Background: an optimization exercise with open tools, aiming at small area, a short achievable clock period and few clock cycles. Do not read the settings as production practice.
At most, simulation tests tie the RTL to the original design; equivalence was not proved.

Setup of job 1364:
==> module matmul_sequencer, before the edit <==
module matmul_sequencer (
	input  logic        clk,
	input  logic        reset_n,
	input  logic        dut_valid,
	output logic        dut_ready,
	output logic [6:0]  a_addr,
	input  logic [31:0] a_rd_data,
	output logic [6:0]  b_addr,
	input  logic [31:0] b_rd_data,
	output logic        elem_valid,     
	output logic        elem_first,
	output logic        elem_last,
	output logic        elem_job_last,
	input  logic        job_done        
);
	logic       hdr;       
	logic       run;       
	logic [2:0] km1, nm1, mm1;    
	logic [2:0] k_cnt, j_cnt, i_cnt;
	logic [6:0] a_row;     
	logic [3:0] hk, hn, hm;
	logic       k1, n1, m1;        
	logic       last_k, last_j, last_i;
	assign hm = a_rd_data[19:16];
	assign hk = a_rd_data[3:0];
	assign hn = b_rd_data[3:0];
	assign k1 = (hk[3:1] == 3'd0);
	assign n1 = (hn[3:1] == 3'd0);
	assign m1 = (hm[3:1] == 3'd0);
	assign last_k = (k_cnt == km1);
	assign last_j = (j_cnt == nm1);
	assign last_i = (i_cnt == mm1);
	always_ff @(posedge clk) begin
		if (hdr) begin
			km1 <= 3'(hk - 4'd1);
			nm1 <= 3'(hn - 4'd1);
			mm1 <= 3'(hm - 4'd1);
		end
	end
	always_ff @(posedge clk) begin
		elem_first <= hdr || k_cnt == 3'd0;
		elem_last  <= hdr ? k1 : last_k;
	end
	always_ff @(posedge clk) begin
		if (hdr) begin
			k_cnt <= {2'd0, !k1};
			j_cnt <= {2'd0, k1 && !n1};
			i_cnt <= {2'd0, k1 && n1};
			a_row <= (k1 && n1) ? 7'd2 : 7'd1;
		end else if (!last_k) begin
			k_cnt <= k_cnt + 3'd1;
		end else if (!last_j) begin
			k_cnt <= 3'd0;
			j_cnt <= j_cnt + 3'd1;
		end else begin
			k_cnt <= 3'd0;
			j_cnt <= 3'd0;
			i_cnt <= i_cnt + 3'd1;
			a_row <= a_addr + 7'd1;
		end
	end
	always_ff @(posedge clk or negedge reset_n) begin
		if (!reset_n) begin
			dut_ready     <= 1'b1;
			hdr           <= 1'b0;
			run           <= 1'b0;
			a_addr        <= 7'd0;
			b_addr        <= 7'd0;
			elem_valid    <= 1'b0;
			elem_job_last <= 1'b0;
		end else begin
			elem_valid    <= hdr || run;
			elem_job_last <= hdr ? (k1 && n1 && m1) :
				(run && last_k && last_j && last_i);
			hdr           <= dut_ready && dut_valid;
			if (dut_ready) begin
				if (dut_valid) begin
					dut_ready <= 1'b0;
					a_addr    <= 7'd1;
					b_addr    <= 7'd1;
				end
			end else if (hdr) begin
				run    <= !(k1 && n1 && m1);
				a_addr <= (k1 && n1 && m1) ? 7'd0 : (k1 && !n1) ? 7'd1 : 7'd2;
				b_addr <= (k1 && n1 && m1) ? 7'd0 : (k1 && n1) ? 7'd1 : 7'd2;
			end else if (run) begin
				if (!last_k) begin
					a_addr <= a_addr + 7'd1;
					b_addr <= b_addr + 7'd1;
				end else if (!last_j) begin
					a_addr <= a_row;
					b_addr <= b_addr + 7'd1;
				end else if (!last_i) begin
					a_addr <= a_addr + 7'd1;
					b_addr <= 7'd1;
				end else begin
					run    <= 1'b0;
					a_addr <= 7'd0;
					b_addr <= 7'd0;
				end
			end else if (job_done) begin
				dut_ready <= 1'b1;
			end
		end
	end
endmodule
==> flow/config.mk <==
export PLATFORM = sky130hd
export DESIGN_NAME = matmul_top
export DESIGN_NICKNAME = matmul_top
export VERILOG_FILES = /design/flow/design.v
export SDC_FILE = /design/flow/constraint.sdc
export NUM_CORES = 4
export LEC_CHECK = 0
export ABC_AREA = 1
export CAP_MARGIN = 50
export CORE_MARGIN = 2
export CORE_UTILIZATION = 40
export SLEW_MARGIN = 70
export SYNTH_HIERARCHICAL = 1
==> flow/constraint.sdc <==
create_clock -name core_clock -period 10.0 [get_ports {clk}]
set_input_delay 2.0000 -clock core_clock [delete_from_list [all_inputs] [get_ports {clk}]]
set_output_delay 2.0000 -clock core_clock [all_outputs]
set_load 0.01 [all_outputs]
standard.sh (not shown) runs the stock make flow with config.mk's settings and CLKGATE_MAP_FILE= SYNTH_SCRIPT=/design/flow/synth_recipe.tcl, a recipe that flattens the netlist after the stock synthesis.
==> flow/flow/run.sh <==
#!/bin/bash
set -euo pipefail
bash standard.sh "BUFFER_PORTS_ARGS=-buffer_cell sky130_fd_sc_hd__buf_2" \
	SETUP_SLACK_MARGIN=6.5 finish > standard.log 2>&1
Job 1364 has completed all stages; timing, DRC and antenna checks passed.
Testbench counts of job 1364, summed over its fixed seeds: cycles 13,659.
Here is what was changed in the inputs of job 4789 compared with job 1364.
--- a/flow/design.v
+++ b/flow/design.v
@@ -20,24 +20,27 @@
 	output logic        elem_last,
 	output logic        elem_job_last,
 	input  logic        job_done        
 );
 	logic       hdr;       
 	logic       run;       
+	logic       drain;     
+	logic       accept;    
 	logic [2:0] km1, nm1, mm1;    
 	logic [2:0] k_cnt, j_cnt, i_cnt;
 	logic [6:0] a_row;     
 	logic [3:0] hk, hn, hm;
 	logic       k1, n1, m1;        
 	logic       last_k, last_j, last_i;
 	assign hm = a_rd_data[19:16];
 	assign hk = a_rd_data[3:0];
 	assign hn = b_rd_data[3:0];
 	assign k1 = (hk[3:1] == 3'd0);
 	assign n1 = (hn[3:1] == 3'd0);
 	assign m1 = (hm[3:1] == 3'd0);
+	assign accept = !hdr && !run && !drain && dut_valid;
 	assign last_k = (k_cnt == km1);
 	assign last_j = (j_cnt == nm1);
 	assign last_i = (i_cnt == mm1);
 	always_ff @(posedge clk) begin
 		if (hdr) begin
 			km1 <= 3'(hk - 4'd1);
@@ -69,29 +72,29 @@
 	end
 	always_ff @(posedge clk or negedge reset_n) begin
 		if (!reset_n) begin
 			dut_ready     <= 1'b1;
 			hdr           <= 1'b0;
 			run           <= 1'b0;
+			drain         <= 1'b0;
 			a_addr        <= 7'd0;
 			b_addr        <= 7'd0;
 			elem_valid    <= 1'b0;
 			elem_job_last <= 1'b0;
 		end else begin
 			elem_valid    <= hdr || run;
 			elem_job_last <= hdr ? (k1 && n1 && m1) :
 				(run && last_k && last_j && last_i);
-			hdr           <= dut_ready && dut_valid;
-			if (dut_ready) begin
-				if (dut_valid) begin
-					dut_ready <= 1'b0;
-					a_addr    <= 7'd1;
-					b_addr    <= 7'd1;
-				end
+			hdr           <= accept;
+			if (accept) begin
+				dut_ready <= 1'b0;
+				a_addr    <= 7'd1;
+				b_addr    <= 7'd1;
 			end else if (hdr) begin
 				run    <= !(k1 && n1 && m1);
+				drain  <= k1 && n1 && m1;
 				a_addr <= (k1 && n1 && m1) ? 7'd0 : (k1 && !n1) ? 7'd1 : 7'd2;
 				b_addr <= (k1 && n1 && m1) ? 7'd0 : (k1 && n1) ? 7'd1 : 7'd2;
 			end else if (run) begin
 				if (!last_k) begin
 					a_addr <= a_addr + 7'd1;
 					b_addr <= b_addr + 7'd1;
@@ -100,16 +103,18 @@
 					b_addr <= b_addr + 7'd1;
 				end else if (!last_i) begin
 					a_addr <= a_addr + 7'd1;
 					b_addr <= 7'd1;
 				end else begin
 					run    <= 1'b0;
+					drain  <= 1'b1;
 					a_addr <= 7'd0;
 					b_addr <= 7'd0;
 				end
-			end else if (job_done) begin
+			end else if (drain && job_done) begin
+				drain     <= 1'b0;
 				dut_ready <= 1'b1;
 			end
 		end
 	end
 endmodule
 `default_nettype wire
==> comparison <==
- ~same final non-filler cell total in job 1364 and job 4789
- There was hardly any difference in mean instance size in the synthesized netlist between job 1364 and job 4789.
- Cell count after placement delta (job 4789 -> job 1364): insignificant
- The cell depth of the worst setup path in job 4789 sits 7 above the value recorded for job 1364.
- Per the comparison of job 4789 with job 1364, post-synthesis share of cell area spent on and, or, nand and nor gates went down 0.36 points; worst stage delay on the critical path went down 0.05 ns; synthesized cell count held; post-DP HPWL went up 370 um.
- Cmp job 4789 vs job 1364: total clock sinks higher in job 4789
- Job 1364 -> job 4789: routability-driven placement congestion ratio decreased by a few percent
- Relative to job 1364, the non-clock buffer count measured on job 4789 has increased slightly.
- Between job 1364 and job 4789, the share of cell area taken by multi-input logic gates figures differ only marginally.
For job 4789, only the layout was checked, not whether the RTL still works.

separate check: timing with driven ports:
No port has a modelled driver above. Below, the same layouts with a new extraction and two added sets of constraints. Step 1 sets driving cells, clkbuf_16 on the clock port and buf_2 on the other inputs (assumed; they add their load-dependent delay and slew). Step 2, shift: input delay + t, output delay - t, t = (earliest + latest rising clock arrival at the registers) / 2. This alone moves slack from input paths to output paths. Three values: no drivers, after step 1, after step 2; two values: the first two.
run	t, ns	setup slack, ns	worst setup path after step 2	latest minus earliest clock arrival (ns)
job 1364	0.616	6.608 / 6.549 / 6.675	register to register	0.010 / 0.010
job 4789	0.604	6.669 / 6.669 / 6.669	register to register	0.017 / 0.018
After both steps setup and hold are still met in every run listed.
